This is an optimization exercise on Yosys and OpenROAD, whose aim is a short achievable clock period and few clock cycles, not a production implementation. No functional check of the RTL was part of any run shown here. Power figures rest on the tool's default switching activity, not on a simulated workload.

--- run.sh ---
#!/bin/bash
# synth_recipe.tcl (not shown) runs the flow's synth.tcl, then flattens the netlist and writes it again
# the make line also repeats each setting of config.mk as NAME=value (left out here)
make -C /OpenROAD-flow-scripts/flow DESIGN_CONFIG=/design/flow/config.mk WORK_HOME=/design/flow/orfs CLKGATE_MAP_FILE= SYNTH_SCRIPT=/design/flow/synth_recipe.tcl finish
--- constraint.sdc ---
create_clock -name core_clock -period 8.0 [get_ports {CLK}]
set_input_delay 1.6000 -clock core_clock [delete_from_list [all_inputs] [get_ports {CLK}]]
set_output_delay 1.6000 -clock core_clock [all_outputs]
set_load 0.01 [all_outputs]
--- design.v ---
`timescale 1ns/1ps
module cacheWay (
    input  logic         CLK,
    input  logic         nRST,
    input  logic         we,
    input  logic [2:0]   wIndex,
    input  logic         wWord,
    input  logic [31:0]  wData,
    input  logic         fill,
    input  logic [2:0]   fIndex,
    input  logic [25:0]  fTag,
    input  logic         setDirty,
    input  logic         clrDirty,
    input  logic [2:0]   dIndex,
    output logic [7:0]   valid,
    output logic [7:0]   dirty,
    output logic [207:0] tags,        
    output logic [511:0] words        
);
    logic [25:0] tagMem [8];
    logic [31:0] dataMem [16];
    always_ff @(posedge CLK, negedge nRST) begin
        if (!nRST) begin
            valid <= '0;
            dirty <= '0;
        end else begin
            if (fill) begin
                valid[fIndex] <= 1'b1;
            end
            if (setDirty) begin
                dirty[dIndex] <= 1'b1;
            end else if (clrDirty) begin
                dirty[dIndex] <= 1'b0;
            end
        end
    end
    always_ff @(posedge CLK) begin
        if (we) begin
            dataMem[{wIndex, wWord}] <= wData;
        end
        if (fill) begin
            tagMem[fIndex] <= fTag;
        end
    end
    always_comb begin
        for (int s = 0; s < 8; s++) begin
            tags[s*26 +: 26] = tagMem[s];
        end
        for (int k = 0; k < 16; k++) begin
            words[k*32 +: 32] = dataMem[k];
        end
    end
endmodule
`timescale 1ns/1ps
module wayReplace (
    input  logic [15:0] mask,
    output logic        found,
    output logic [3:0]  frame       
);
    always_comb begin
        found = |mask;
        frame = 4'd0;
        for (int i = 15; i >= 0; i--) begin
            if (mask[i]) begin
                frame = 4'(i);
            end
        end
    end
endmodule
`timescale 1ns/1ps
`timescale 1ns/1ps
module dcache (
    input  logic        CLK,
    input  logic        nRST,
    input  logic        dp_readEn,
    input  logic        dp_writeEn,
    input  logic        dp_halt,
    input  logic [31:0] dp_addr,
    input  logic [31:0] dp_store,
    output logic        dp_dhit,
    output logic        dp_flushed,
    output logic [31:0] dp_load,
    output logic        mem_dREN,
    output logic        mem_dWEN,
    output logic [31:0] mem_addr,
    output logic [31:0] mem_store,
    input  logic        mem_dwait,
    input  logic [31:0] mem_load
);
    localparam logic [1:0] P_WB0 = 2'd0;
    localparam logic [1:0] P_WB1 = 2'd1;
    localparam logic [1:0] P_F1  = 2'd2;
    localparam logic [1:0] P_F2  = 2'd3;
    logic [7:0]   valid0, valid1, dirty0, dirty1;
    logic [207:0] tags0, tags1;
    logic [511:0] words0, words1;
    logic         we0, we1;
    logic [2:0]   wIndex;
    logic         wWord;
    logic [31:0]  wData;
    logic         fill0, fill1;
    logic         setDirty0, setDirty1, clrDirty0, clrDirty1;
    logic [7:0]   lru;                   
    logic        idle;                   
    logic        busy;                   
    logic        flushMode;
    logic        dhitR;
    logic        flushedR;
    logic        drenR, dwenR;
    logic [1:0]  phase;
    logic [29:0] xAddr;                  
    logic [31:0] xData;
    logic [25:0] reqTag;
    logic [2:0]  idxR;
    logic        wordR;
    logic        writeR;
    logic [31:0] storeR;
    logic        hitR;
    logic        hitWayR;
    logic        vWayR;                  
    logic [25:0] vTagR;
    logic [31:0] load0R, load1R;
    logic [31:0] fData;
    logic        fDone;
    logic        fFirst;                 
    logic [2:0]  idx;
    logic [25:0] tag;
    logic [7:0]  dec;
    logic [7:0]  eq0, eq1;
    logic        h0, h1, hit, hitWay;
    logic        lruW;
    logic        vDirty;
    logic [25:0] vTag;
    logic [31:0] vWord0;
    logic [31:0] rd0, rd1;
    logic        req;
    assign req = dp_readEn | dp_writeEn;
    assign idx = dp_addr[5:3];
    assign tag = dp_addr[31:6];
    always_comb begin
        for (int s = 0; s < 8; s++) begin
            dec[s] = (idx == 3'(s));
            eq0[s] = (tags0[s*26 +: 26] == tag);
            eq1[s] = (tags1[s*26 +: 26] == tag);
        end
    end
    assign h0 = |(dec & valid0 & eq0);
    assign h1 = |(dec & valid1 & eq1);
    assign hit = h0 | h1;
    assign hitWay = h1 & ~h0;
    assign lruW = lru[idx];
    assign vDirty = lruW ? (valid1[idx] & dirty1[idx]) : (valid0[idx] & dirty0[idx]);
    assign vTag = lruW ? tags1[idx*26 +: 26] : tags0[idx*26 +: 26];
    assign vWord0 = lruW ? words1[{idx, 1'b0}*32 +: 32] : words0[{idx, 1'b0}*32 +: 32];
    assign rd0 = words0[{idx, dp_addr[2]}*32 +: 32];
    assign rd1 = words1[{idx, dp_addr[2]}*32 +: 32];
    logic [15:0] dmask;
    logic [15:0] nextMask;
    logic        fFound;
    logic [3:0]  fFrame;
    logic        curFrameBit;
    assign dmask = {valid1 & dirty1, valid0 & dirty0};
    assign nextMask = (idle) ? dmask : (dmask & ~(16'd1 << {vWayR, idxR}));
    wayReplace pick0 (
        .mask(nextMask),
        .found(fFound),
        .frame(fFrame)
    );
    logic [25:0] fTagSel;
    logic [31:0] fWord0Sel;
    assign fTagSel = fFrame[3] ? tags1[fFrame[2:0]*26 +: 26] : tags0[fFrame[2:0]*26 +: 26];
    assign fWord0Sel = fFrame[3] ? words1[{fFrame[2:0], 1'b0}*32 +: 32]
                                 : words0[{fFrame[2:0], 1'b0}*32 +: 32];
    logic [31:0] vWord1;
    assign vWord1 = vWayR ? words1[{idxR, 1'b1}*32 +: 32] : words0[{idxR, 1'b1}*32 +: 32];
    logic xDone;
    assign xDone = (drenR | dwenR) & ~mem_dwait;
    always_ff @(posedge CLK, negedge nRST) begin
        if (!nRST) begin
            idle <= 1'b1;
            busy <= 1'b0;
            flushMode <= 1'b0;
            dhitR <= 1'b0;
            flushedR <= 1'b0;
            drenR <= 1'b0;
            dwenR <= 1'b0;
            fDone <= 1'b0;
        end else begin
            fDone <= drenR & ~mem_dwait;
            if (idle) begin
                if (dp_halt) begin
                    idle <= 1'b0;
                    flushMode <= 1'b1;
                    dwenR <= fFound;
                    flushedR <= ~fFound;
                end else if (req) begin
                    idle <= 1'b0;
                    busy <= 1'b1;
                    dhitR <= hit;
                    dwenR <= ~hit & vDirty;
                    drenR <= ~hit & ~vDirty;
                end
            end else if (busy && dhitR) begin
                busy <= 1'b0;
                idle <= 1'b1;
                dhitR <= 1'b0;
            end else if (xDone) begin
                case (phase)
                    P_WB0: ;
                    P_WB1: begin
                        if (flushMode) begin
                            dwenR <= fFound;
                            flushedR <= ~fFound;
                        end else begin
                            dwenR <= 1'b0;
                            drenR <= 1'b1;
                        end
                    end
                    P_F1: ;
                    P_F2: begin
                        drenR <= 1'b0;
                        dhitR <= 1'b1;
                    end
                endcase
            end
        end
    end
    always_ff @(posedge CLK) begin
        fData <= mem_load;
        fFirst <= (phase == P_F1);
        if (idle) begin
            reqTag <= tag;
            idxR <= idx;
            wordR <= dp_addr[2];
            writeR <= dp_writeEn;
            storeR <= dp_store;
            hitR <= hit;
            hitWayR <= hitWay;
            load0R <= rd0;
            load1R <= rd1;
            if (dp_halt) begin
                vWayR <= fFrame[3];
                idxR <= fFrame[2:0];
                vTagR <= fTagSel;
                xAddr <= {fTagSel, fFrame[2:0], 1'b0};
                xData <= fWord0Sel;
                phase <= P_WB0;
            end else begin
                vWayR <= lruW;
                vTagR <= vTag;
                xAddr <= vDirty ? {vTag, idx, 1'b0} : {tag, idx, dp_addr[2]};
                xData <= vWord0;
                phase <= vDirty ? P_WB0 : P_F1;
            end
        end else if (xDone) begin
            case (phase)
                P_WB0: begin
                    xAddr <= {vTagR, idxR, 1'b1};
                    xData <= vWord1;
                    phase <= P_WB1;
                end
                P_WB1: begin
                    if (flushMode) begin
                        vWayR <= fFrame[3];
                        idxR <= fFrame[2:0];
                        vTagR <= fTagSel;
                        xAddr <= {fTagSel, fFrame[2:0], 1'b0};
                        xData <= fWord0Sel;
                        phase <= P_WB0;
                    end else begin
                        xAddr <= {reqTag, idxR, wordR};
                        phase <= P_F1;
                    end
                end
                P_F1: begin
                    xAddr <= {reqTag, idxR, ~wordR};
                    phase <= P_F2;
                end
                P_F2: ;
            endcase
        end
        if (fDone && fFirst) begin
            load0R <= fData;
            hitWayR <= 1'b0;
        end
    end
    logic storeHit;
    logic fillEnd;
    assign storeHit = busy & dhitR & hitR & writeR;
    assign fillEnd = busy & dhitR & ~hitR;
    always_comb begin
        wIndex = idxR;
        if (fDone) begin
            wWord = fFirst ? wordR : ~wordR;
            wData = (fFirst && writeR) ? storeR : fData;
            we0 = ~vWayR;
            we1 = vWayR;
        end else begin
            wWord = wordR;
            wData = storeR;
            we0 = storeHit & ~hitWayR;
            we1 = storeHit & hitWayR;
        end
        fill0 = fillEnd & ~vWayR;
        fill1 = fillEnd & vWayR;
        setDirty0 = (storeHit & ~hitWayR) | (fillEnd & writeR & ~vWayR);
        setDirty1 = (storeHit & hitWayR) | (fillEnd & writeR & vWayR);
        clrDirty0 = (fillEnd & ~writeR & ~vWayR)
                  | (flushMode & xDone & (phase == P_WB1) & ~vWayR);
        clrDirty1 = (fillEnd & ~writeR & vWayR)
                  | (flushMode & xDone & (phase == P_WB1) & vWayR);
    end
    always_ff @(posedge CLK, negedge nRST) begin
        if (!nRST) begin
            lru <= '0;
        end else if (busy && dhitR) begin
            lru[idxR] <= hitR ? ~hitWayR : ~vWayR;
        end
    end
    cacheWay way0 (
        .CLK(CLK), .nRST(nRST),
        .we(we0), .wIndex(wIndex), .wWord(wWord), .wData(wData),
        .fill(fill0), .fIndex(idxR), .fTag(reqTag),
        .setDirty(setDirty0), .clrDirty(clrDirty0), .dIndex(idxR),
        .valid(valid0), .dirty(dirty0), .tags(tags0), .words(words0)
    );
    cacheWay way1 (
        .CLK(CLK), .nRST(nRST),
        .we(we1), .wIndex(wIndex), .wWord(wWord), .wData(wData),
        .fill(fill1), .fIndex(idxR), .fTag(reqTag),
        .setDirty(setDirty1), .clrDirty(clrDirty1), .dIndex(idxR),
        .valid(valid1), .dirty(dirty1), .tags(tags1), .words(words1)
    );
    assign dp_dhit = dhitR;
    assign dp_flushed = flushedR;
    assign dp_load = hitWayR ? load1R : load0R;
    assign mem_dREN = drenR;
    assign mem_dWEN = dwenR;
    assign mem_addr = {xAddr, 2'b00};
    assign mem_store = xData;
endmodule
--- config.mk ---
export PLATFORM = sky130hd
export DESIGN_NAME = dcache
export DESIGN_NICKNAME = dcache
export VERILOG_FILES = /design/flow/design.v
export SDC_FILE = /design/flow/constraint.sdc
export NUM_CORES = 4
export LEC_CHECK = 0
export CAP_MARGIN = 20
export CORE_MARGIN = 2
export CORE_UTILIZATION = 40
export SLEW_MARGIN = 20
==> insert_results.sql, run 1 <==
INSERT INTO impl_metrics (metric_group, metric, value, unit) VALUES
('hold_path', 'timing.hold.worst.class', 'register to register', ''),
('clocking', 'cts_hold_buffers', '0', ''),
('power_and_ir_drop', 'power.clock.fraction', '25.3', '%'),
('global_routing', 'wire_length_of_the_first_global_routing_pass', '467000', 'um'),
('setup_path', 'worstPathMaxFanout', '68', ''),
('yosys', 'register_area_share_after_synthesis', '58.0', '%'),
('routing', 'final_antenna_net_count', '0', ''),
('setup_path', 'cp_data_required_time', '8.58', 'ns'),
('die', 'design.core.area', '222000', 'um2'),
('sta', 'unrepaired_setup_endpoints_after_global_routing', 'no', ''),
('power_and_ir_drop', 'power.ir.vdd_worst', '0.878', 'mV'),
('yosys', 'post_synth_inst_count', '5857', ''),
('die', 'fp-row-count', '173', ''),
('sta', 'final-hold-violation-count', '0', ''),
('sta', 'max-slew-margin-rel', '17.8', '%'),
('clocking', 'cts.htree.levels', '4', ''),
('routing', 'drt-pass1-iter-count', '8', ''),
('power_and_ir_drop', 'power_leakage', '32.8', 'nW'),
('setup_path', 'worst_path_cell_trace', 'inv_1 > ha_1 > ha_1 > nor3b_1 > o22ai_1 > nor4_4 > buf_4 > nand2_4 > buf_12 > buf_4 > a221oi_1 > a311oi_1 > a311oi_1 > o31ai_1', ''),
('power_and_ir_drop', 'sequentialPowerShare', '31.4', '%'),
('sta', 'timing.fmax', '157', 'MHz'),
('clocking', 'buffer_count_from_post_cts_setup_fixing', '0', ''),
('layout', 'n_fill_cell', '19300', ''),
('routing', 'vias_per_cell', '6.79', ''),
('layout', 'fraction_of_final_layout_cells_sized_beyond_drive_strength_1', '21.9', '%'),
('setup_path', 'timing.critical_path.max_delay_family', 'buffers and inverters', ''),
('routing', 'routed_wire_length', '340000', 'um'),
('routing', 'wire_per_inst', '37.5', 'um'),
('setup_path', 'setup.worst_path.start_class', 'register', ''),
('layout', 'final-instance-count-excl-fill', '9048', ''),
('clocking', 'tritoncts.num_buffers', '191', ''),
('sta', 'final_clock_period_utilization_by_the_worst_path', '79.4', '%'),
('placed_design', 'gpl.final_weighted_congestion', '1.02', ''),
('die', 'design.die.area', '226000', 'um2'),
('setup_path', 'cp_num_buf_inv', '4', ''),
('sta', 'final.setup.worst_slack', '1.65', 'ns'),
('yosys', 'flip_flop_cell_with_the_highest_count_after_synthesis', 'edfxtp_1', ''),
('layout', 'final_nets', '6024', ''),
('clocking', 'cts_root_buf', 'clkbuf_16', ''),
('clocking', 'cts_sinks', '1741', ''),
('yosys', 'netlist_area', '89100', 'um2'),
('sta', 'fin_skew', '0.0567', 'ns'),
('yosys', 'ys_ff_latch', '1741', ''),
('clocking', 'worst_setup_hold_path_clk_slew', '0.06', 'ns'),
('die', 'fp.dieW', '476', 'um'),
('sta', 'worst_slew_pin_slew', '1.23', 'ns'),
('yosys', 'number_of_warnings_reported_in_the_yosys_synthesis_log', '3', ''),
('global_routing', 'grt_overflow_total', '0', ''),
('power_and_ir_drop', 'power.net_switching', '14.6', 'mW'),
('global_routing', 'track_usage', '29.5', '%'),
('run_status', 'outcome', 'complete, no violations', ''),
('clocking', 'cts_tree', 'built', ''),
('yosys', 'count_of_different_cell_masters_after_synthesis', '74', ''),
('global_routing', 'grt_antenna_before_repair', '19', ''),
('placed_design', 'port-buffer-count', '197', ''),
('run', 'cap_violations', '0', ''),
('global_routing', 'grt_max_degree', '137', ''),
('sta', 'post_route_hold_slack', '0.492', 'ns'),
('setup_path', 'crit_path_end_kind', 'register', ''),
('yosys', 'syn_area_per_cell', '15.2', 'um2'),
('sta', 'drv_slew', '0', ''),
('routing', 'detailedRoute.firstIterationViolations', '10400', ''),
('placed_design', 'post-place-ws', '1.84', 'ns'),
('setup_path', 'path_class', 'register to register', ''),
('die', 'die_h', '476', 'um'),
('global_routing', 'grt_pass1_vias', '58500', ''),
('sta', 'finalWorstPathRequiredPeriod', '6.35', 'ns'),
('die', 'top_level_ports', '202', ''),
('yosys', 'asyncSetResetFlopFracSynth', '2.76', '%'),
('die', 'starting_density_of_the_core', '40.2', '%'),
('power_and_ir_drop', 'internal_power_contribution', '21.2', 'mW');
layer usage:
metal  vias up  global-route usage (%)  wire length, um
met1     31800                    40.0           128000
li1      23900                       -                -
met4        24                    14.1            18800
met2      4872                    44.0           150000
met3       891                    8.00            43300
met5         -                       0              166
per-stage QoR:
| step | utilization (%) | area (um2) | total power [mW] |
|---|---|---|---|
| after global placement | 42.6 | 94600 | 26.3 |
| after floorplan | - | 89100 | 21.0 |
| final | 45.6 | 101000 | 35.8 |
| after global routing | 45.6 | 101000 | 36.8 |
| after detailed placement | 42.7 | 94600 | 26.4 |
| after CTS | 45.5 | 101000 | 35.4 |
cell type report:
| cell class | instances | area, um2 | area share [%] |
|---|---|---|---|
| sequential | 1741 | 51700 | 51.2 |
| multi-input combinational | 3596 | 35700 | 35.3 |
| clock buffer | 230 | 5060 | 5.00 |
| tap | 2975 | 3720 | 3.68 |
| timing repair buffer | 367 | 3480 | 3.44 |
| clock inverter | 123 | 1340 | 1.33 |
| inverter | 13 | 48.8 | 0.0483 |
| antenna | 3 | 7.51 | 0.00743 |
path summary, 6_finish.rpt:
path	startpoint	end	slack, ns	cells after the start
worst max-delay path	idxR[0]$_DFFE_PP_	xAddr[17]$_DFFE_PP_	1.65	14
worst max register to register	idxR[0]$_DFFE_PP_	xAddr[17]$_DFFE_PP_	1.65	14
min in group asynchronous	nRST	way0.valid[2]$_DFFE_PN0P_	0.88	2
max in group asynchronous	nRST	way0.valid[0]$_DFFE_PN0P_	6.65	2
worst min register to register	lru[5]$_DFFE_PN0P_	lru[5]$_DFFE_PN0P_	0.49	2
worst min-delay path	lru[5]$_DFFE_PN0P_	lru[5]$_DFFE_PN0P_	0.49	2
sequential cells by signal, indices dropped and copies added, names as in the netlist, 30 cells and up, named ones only:
name	flops
way0.tagMem	208
load1R	32
load0R	32
storeR	32
xAddr	30
way0.dataMem	512
way1.tagMem	208
way1.dataMem	512
xData	32
fData	32
cell usage in the layout (no fill, tap or decap), types with 52 or more instances in the layout:
cell type,instances
mux4_2,664
and3_1,97
xnor2_1,410
buf_4,153
a311oi_1,146
clkbuf_16,192
a211oi_1,59
edfxtp_1,1659
a21oi_1,89
nand3_1,142
a221oi_1,98
o21ai_0,85
o31ai_1,52
clkdlybuf4s50_1,192
mux2i_1,344
mux2_2,104
nand2_1,596
nand4_1,112
nor2_1,79
o22ai_1,78
worst register-to-register path, stage by stage, from the launching register on:
cell and delay, ns:
edfxtp_1 0.39, inv_1 0.51, ha_1 0.30, ha_1 0.17, nor3b_1 0.52, o22ai_1 0.26, nor4_4 0.36, buf_4 0.96
nand2_4 0.73, buf_12 0.48, buf_4 0.37, a221oi_1 0.39, a311oi_1 0.11, a311oi_1 0.41, o31ai_1 0.16
synthesized netlist by cell type, types with 96 or more instances:
cell type	instances	area [um2]
and3_1	97	607
a311oi_1	146	1280
mux4_2	664	15000
mux2i_1	344	3440
mux2_2	104	1170
nand4_1	112	701
a221oi_1	98	858
nand2_1	604	2270
xnor2_1	410	3590
nor2_1	130	488
clkbuf_1	306	1150
edfxtp_1	1659	49800
nand3_1	147	736
buf_2	96	480
power by group through the flow:
stage                     clock [mW]  combinational, mW  sequential (mW)
after floorplan                    0               9.69             11.3
after global routing            9.50               16.1             11.3
after global placement             0               14.9             11.4
after detailed placement           0               15.0             11.4
final                           9.06               15.5             11.2
after CTS                       9.14               15.1             11.2
cells by family (layout without fill, tap and decap cells):
family	Yosys count	after routing	share of synthesized area (%)
DFF	1741	1741	58.0
and+or+nand+nor	1234	1234	6.46
muxes	1113	1113	22.0
AOI/OAI and AO/OA	817	817	6.73
buffers and inverters	521	733	2.49
xor gates and xnor gates	418	418	4.11
adders and majority gates	12	12	0.169
other	1	5	0.00421
==> run 2: changes to the inputs <==
--- a/config.mk
+++ b/config.mk
@@ -6,6 +6,8 @@
 export NUM_CORES = 4
 export LEC_CHECK = 0
+export ABC_CLOCK_PERIOD_IN_PS = 2500
 export CAP_MARGIN = 20
 export CORE_MARGIN = 2
 export CORE_UTILIZATION = 40
+export SETUP_SLACK_MARGIN = 5
 export SLEW_MARGIN = 20
==> insert_results.sql, run 2 <==
INSERT INTO impl_metrics (metric_group, metric, value, unit) VALUES
('run_status', 'outcome', 'complete, no violations', ''),
('yosys', 'syn_area_per_cell', '15.2', 'um2'),
('placed_design', 'port-buffer-count', '197', ''),
('layout', 'final_nets', '6560', ''),
('global_routing', 'grt_pass1_vias', '63500', ''),
('yosys', 'synth_top_area_share', '55.9', '%'),
('setup_path', 'reg2reg_setup_slack', '4.08', 'ns'),
('setup_path', 'cp_data_required_time', '8.58', 'ns'),
('layout', 'fraction_of_final_layout_cells_sized_beyond_drive_strength_1', '37.9', '%'),
('routing', 'final_antenna_net_count', '0', ''),
('clocking', 'cts_tree', 'built', ''),
('global_routing', 'grt_max_degree', '80', ''),
('sta', 'drv_slew', '0', ''),
('setup_path', 'rr_endpoint', 'xAddr[29]$_DFFE_PP_', ''),
('clocking', 'tritoncts.num_buffers', '188', ''),
('power_and_ir_drop', 'power_density', '424', 'nW/um2'),
('placed_design', 'post_dp_cell_area', '94800', 'um2'),
('power_and_ir_drop', 'power.switching_fraction', '42.7', '%'),
('die', 'design.die.area', '226000', 'um2'),
('setup_path', 'worstPathMaxFanout', '38', ''),
('die', 'starting_density_of_the_core', '40.2', '%'),
('yosys', 'post_synth_inst_count', '5857', ''),
('clocking', 'clock_insertion_delay_worst_skew', '0.90', 'ns'),
('sta', 'final-hold-violation-count', '0', ''),
('global_routing', 'grt_antenna_before_repair', '45', ''),
('sta', 'fin_skew', '0.0694', 'ns'),
('setup_path', 'setup.worst_path.start_class', 'register', ''),
('setup_path', 'reg2regPathDepth', '12', ''),
('clocking', 'clk_path_buf_depth', '3', ''),
('setup_path', 'crit_path_end_kind', 'register', ''),
('yosys', 'synth_top_cell_by_area', 'edfxtp_1', ''),
('routing', 'drt-pass1-iter-count', '7', ''),
('sta', 'finalWorstPathRequiredPeriod', '3.92', 'ns'),
('yosys', 'flip_flop_cell_with_the_highest_count_after_synthesis', 'edfxtp_1', ''),
('sta', 'worst_slew_pin_slew', '0.998', 'ns'),
('placed_design', 'post-place-cells', '8700', ''),
('layout', 'final-instance-count-excl-fill', '9605', ''),
('power_and_ir_drop', 'comb_power_share', '58.2', '%'),
('hold_path', 'timing.hold.worst.class', 'register to register', ''),
('die', 'design.core.area', '222000', 'um2'),
('run', 'cap_violations', '0', ''),
('global_routing', 'wire_length_of_the_first_global_routing_pass', '536000', 'um'),
('power_and_ir_drop', 'power.clock.fraction', '18.7', '%'),
('power_and_ir_drop', 'internal_power_contribution', '27.9', 'mW'),
('placed_design', 'place_hpwl', '210000', 'um'),
('global_routing', 'grt_overflow_total', '0', ''),
('power_and_ir_drop', 'sequentialPowerShare', '23.1', '%'),
('clocking', 'cts_root_buf', 'clkbuf_16', ''),
('yosys', 'count_of_different_cell_masters_after_synthesis', '74', ''),
('die', 'top_level_ports', '202', ''),
('die', 'fp.dieW', '476', 'um'),
('hold_path', 'holdPathStages', '2', ''),
('sta', 'timing.fmax', '255', 'MHz'),
('routing', 'vias_per_cell', '7.14', ''),
('layout', 'n_fill_cell', '17600', ''),
('routing', 'via_count', '68600', ''),
('layout', 'final_util', '51.8', '%'),
('clocking', 'cts.htree.levels', '4', ''),
('sta', 'unrepaired_setup_endpoints_after_global_routing', 'yes', ''),
('yosys', 'netlist_area', '89100', 'um2'),
('layout', 'areaGrowthSynthToFinish', '29.1', '%'),
('layout', 'layout.cells.most_common', 'edfxtp_1', ''),
('global_routing', 'track_usage', '34.6', '%'),
('yosys', 'synth-edff-count', '1659', ''),
('layout', 'largest_registers', 'way0.dataMem (512), way1.dataMem (512)', ''),
('clocking', 'cts_sinks', '1741', ''),
('power_and_ir_drop', 'power.net_switching', '20.8', 'mW'),
('power_and_ir_drop', 'power.ir.vdd_worst', '0.557', 'mV'),
('routing', 'drcViolationCount', '0', ''),
('die', 'die_h', '476', 'um'),
('clocking', 'worst_setup_hold_path_clk_slew', '0.07', 'ns'),
('sta', 'finalSetupTns', '0', 'ns'),
('placed_design', 'gpl.final_weighted_congestion', '1.00', ''),
('power_and_ir_drop', 'power_leakage', '39.7', 'nW'),
('yosys', 'register_area_share_after_synthesis', '58.0', '%'),
('hold_path', 'holdPathEnd', 'flushedR$_DFFE_PN0P_', ''),
('layout', 'final_cell_area', '115000', 'um2'),
('sta', 'max-slew-margin-rel', '33.5', '%'),
('yosys', 'ys_ff_latch', '1741', ''),
('hold_path', 'hold_start', 'flushedR$_DFFE_PN0P_', ''),
('yosys', 'asyncSetResetFlopFracSynth', '2.76', '%'),
('yosys', 'synth_top_cells_by_area', 'edfxtp_1, mux4_2, xnor2_1', ''),
('routing', 'routed_wire_length', '409000', 'um'),
('layout', 'mostFrequentLayoutCells', 'edfxtp_1, mux4_2, nand2_1, mux2i_1, buf_4', ''),
('yosys', 'synth.cells.most_frequent', 'edfxtp_1, mux4_2, nand2_1', ''),
('routing', 'wire_per_inst', '42.6', 'um'),
('routing', 'detailedRoute.firstIterationViolations', '13800', ''),
('yosys', 'synthMostInstantiatedCell', 'edfxtp_1', ''),
('yosys', 'number_of_warnings_reported_in_the_yosys_synthesis_log', '3', ''),
('clocking', 'cts_hold_buffers', '0', ''),
('die', 'fp-row-count', '173', ''),
('sta', 'final_clock_period_utilization_by_the_worst_path', '49.0', '%'),
('sta', 'setup_violations', '0', ''),
('setup_path', 'path_class', 'register to register', ''),
('setup_path', 'critPathArrivalTime', '4.50', 'ns'),
('setup_path', 'r2r-start', 'idxR[1]$_DFFE_PP_', '');
-- run 2: timing repair --
| item | CTS | global route |
|---|---|---|
| cloned | 97 | 26 |
| endpoints found under the setup margin | 1753 | 605 |
| setup buffers | 309 | 99 |
| pin swaps | 234 | 139 |
| gates resized for setup | 1416 | 305 |
-- run 2: critical path, stage by stage (launching register included) --
cell and delay (ns):
edfxtp_1 0.51, inv_2 0.19, ha_4 0.18, nor4b_2 0.39, nor2_1 0.16, o22ai_4 0.17, buf_12 0.22, buf_8 0.47
a221oi_4 0.15, a311oi_2 0.38, a311oi_2 0.09, buf_4 0.19, o31ai_4 0.47
-- run 2: worst max-delay path by stage --
stage                               startpoint             endpoint  slack, ns
after floorplan                     dp_addr[3]  xData[11]$_DFFE_PP_       4.05
after global placement              dp_addr[3]  xData[22]$_DFFE_PP_       2.00
after detailed placement            dp_addr[3]  xData[28]$_DFFE_PP_       1.98
after CTS                 hitWayR$_SDFFE_PP0P_          dp_load[16]       4.20
after global routing         idxR[1]$_DFFE_PP_  xAddr[26]$_DFFE_PP_       4.06
final                        idxR[1]$_DFFE_PP_  xAddr[29]$_DFFE_PP_       4.08
-- run 2: power groups by stage --
stage               Sequential (mW)  Combinational, mW  Clock, mW
floorplan                      11.3               9.98          0
CTS                            11.2               23.7       9.13
finish                         11.2               28.4       9.13
global route                   11.3               28.4       9.49
detailed placement             11.5               15.2          0
global placement               11.4               15.0          0
-- run 2: logic make-up after synthesis --
kind of cell	Yosys count	synth area share, %
AOI/OAI and AO/OA	817	6.73
xor gates and xnor gates	418	4.11
adders and majority gates	12	0.169
buffers and inverters	521	2.49
DFF	1741	58.0
muxes	1113	22.0
other	1	0.00421
and+or+nand+nor	1234	6.46
-- run 2: final cells by class --
| class | instances | area [um2] | area share [%] |
|---|---|---|---|
| clock buffers | 241 | 5110 | 4.44 |
| repair buffers | 891 | 12200 | 10.6 |
| clock inverters | 110 | 1260 | 1.10 |
| well taps | 2975 | 3720 | 3.24 |
| multi-input cells | 3611 | 40800 | 35.5 |
| flip-flops and latches | 1741 | 51700 | 45.0 |
| diodes | 23 | 57.6 | 0.0501 |
| inverters | 13 | 58.8 | 0.0511 |
-- run 2: metrics by stage --
stage               power (mW)  hold slack [ns]  setup slack, ns
floorplan                 21.3            0.441             4.05
global route              49.2            0.512             4.06
detailed placement        26.6            0.477             1.98
CTS                       44.1            0.485             4.20
global placement          26.5            0.469             2.00
finish                    48.7            0.483             4.08
-- run 2: layer usage --
metal | wire [um] | GRT usage, % | share of wire [%]
met5 | 237 | 0 | 0.058
met2 | 169000 | 48.8 | 41
met1 | 138000 | 44.5 | 34
met4 | 33600 | 22.7 | 8.2
met3 | 67500 | 13.3 | 17

-- static timing again, ports no longer ideal --
No port has a modelled driver above. Below, the same layouts with a new extraction and two added sets of constraints.
Step 1 (the two cells are an assumption about what drives the block):
set clk [get_ports {CLK}]
set_driving_cell -lib_cell sky130_fd_sc_hd__clkbuf_16 $clk
set_driving_cell -lib_cell sky130_fd_sc_hd__buf_2 [delete_from_list [all_inputs] $clk]
Step 2 moves the port delays by t, midway between the first and last clock arrival at a register: inputs arrive t later, outputs are due t later. That takes back most of the time a late clock gives input paths.
Slacks: no drivers / after step 1 / after step 2; pairs: no drivers / after step 1.
run | shift t [ns] | slack for setup (ns) | clock arrival spread, ns | worst register clock-pin slew, ns | cell pins on the clock port's net
run 1 | 0.940 | 1.647 / 1.647 / 1.647 | 0.056 / 0.056 | 0.07 / 0.07 | 1
run 2 | 0.957 | 4.080 / 4.080 / 3.205 | 0.075 / 0.075 | 0.07 / 0.07 | 1
After both steps setup and hold are still met in every run listed. The setup slack of run 2, which loses most, moves by 0.000 ns with the drivers and by -0.875 ns with both steps.
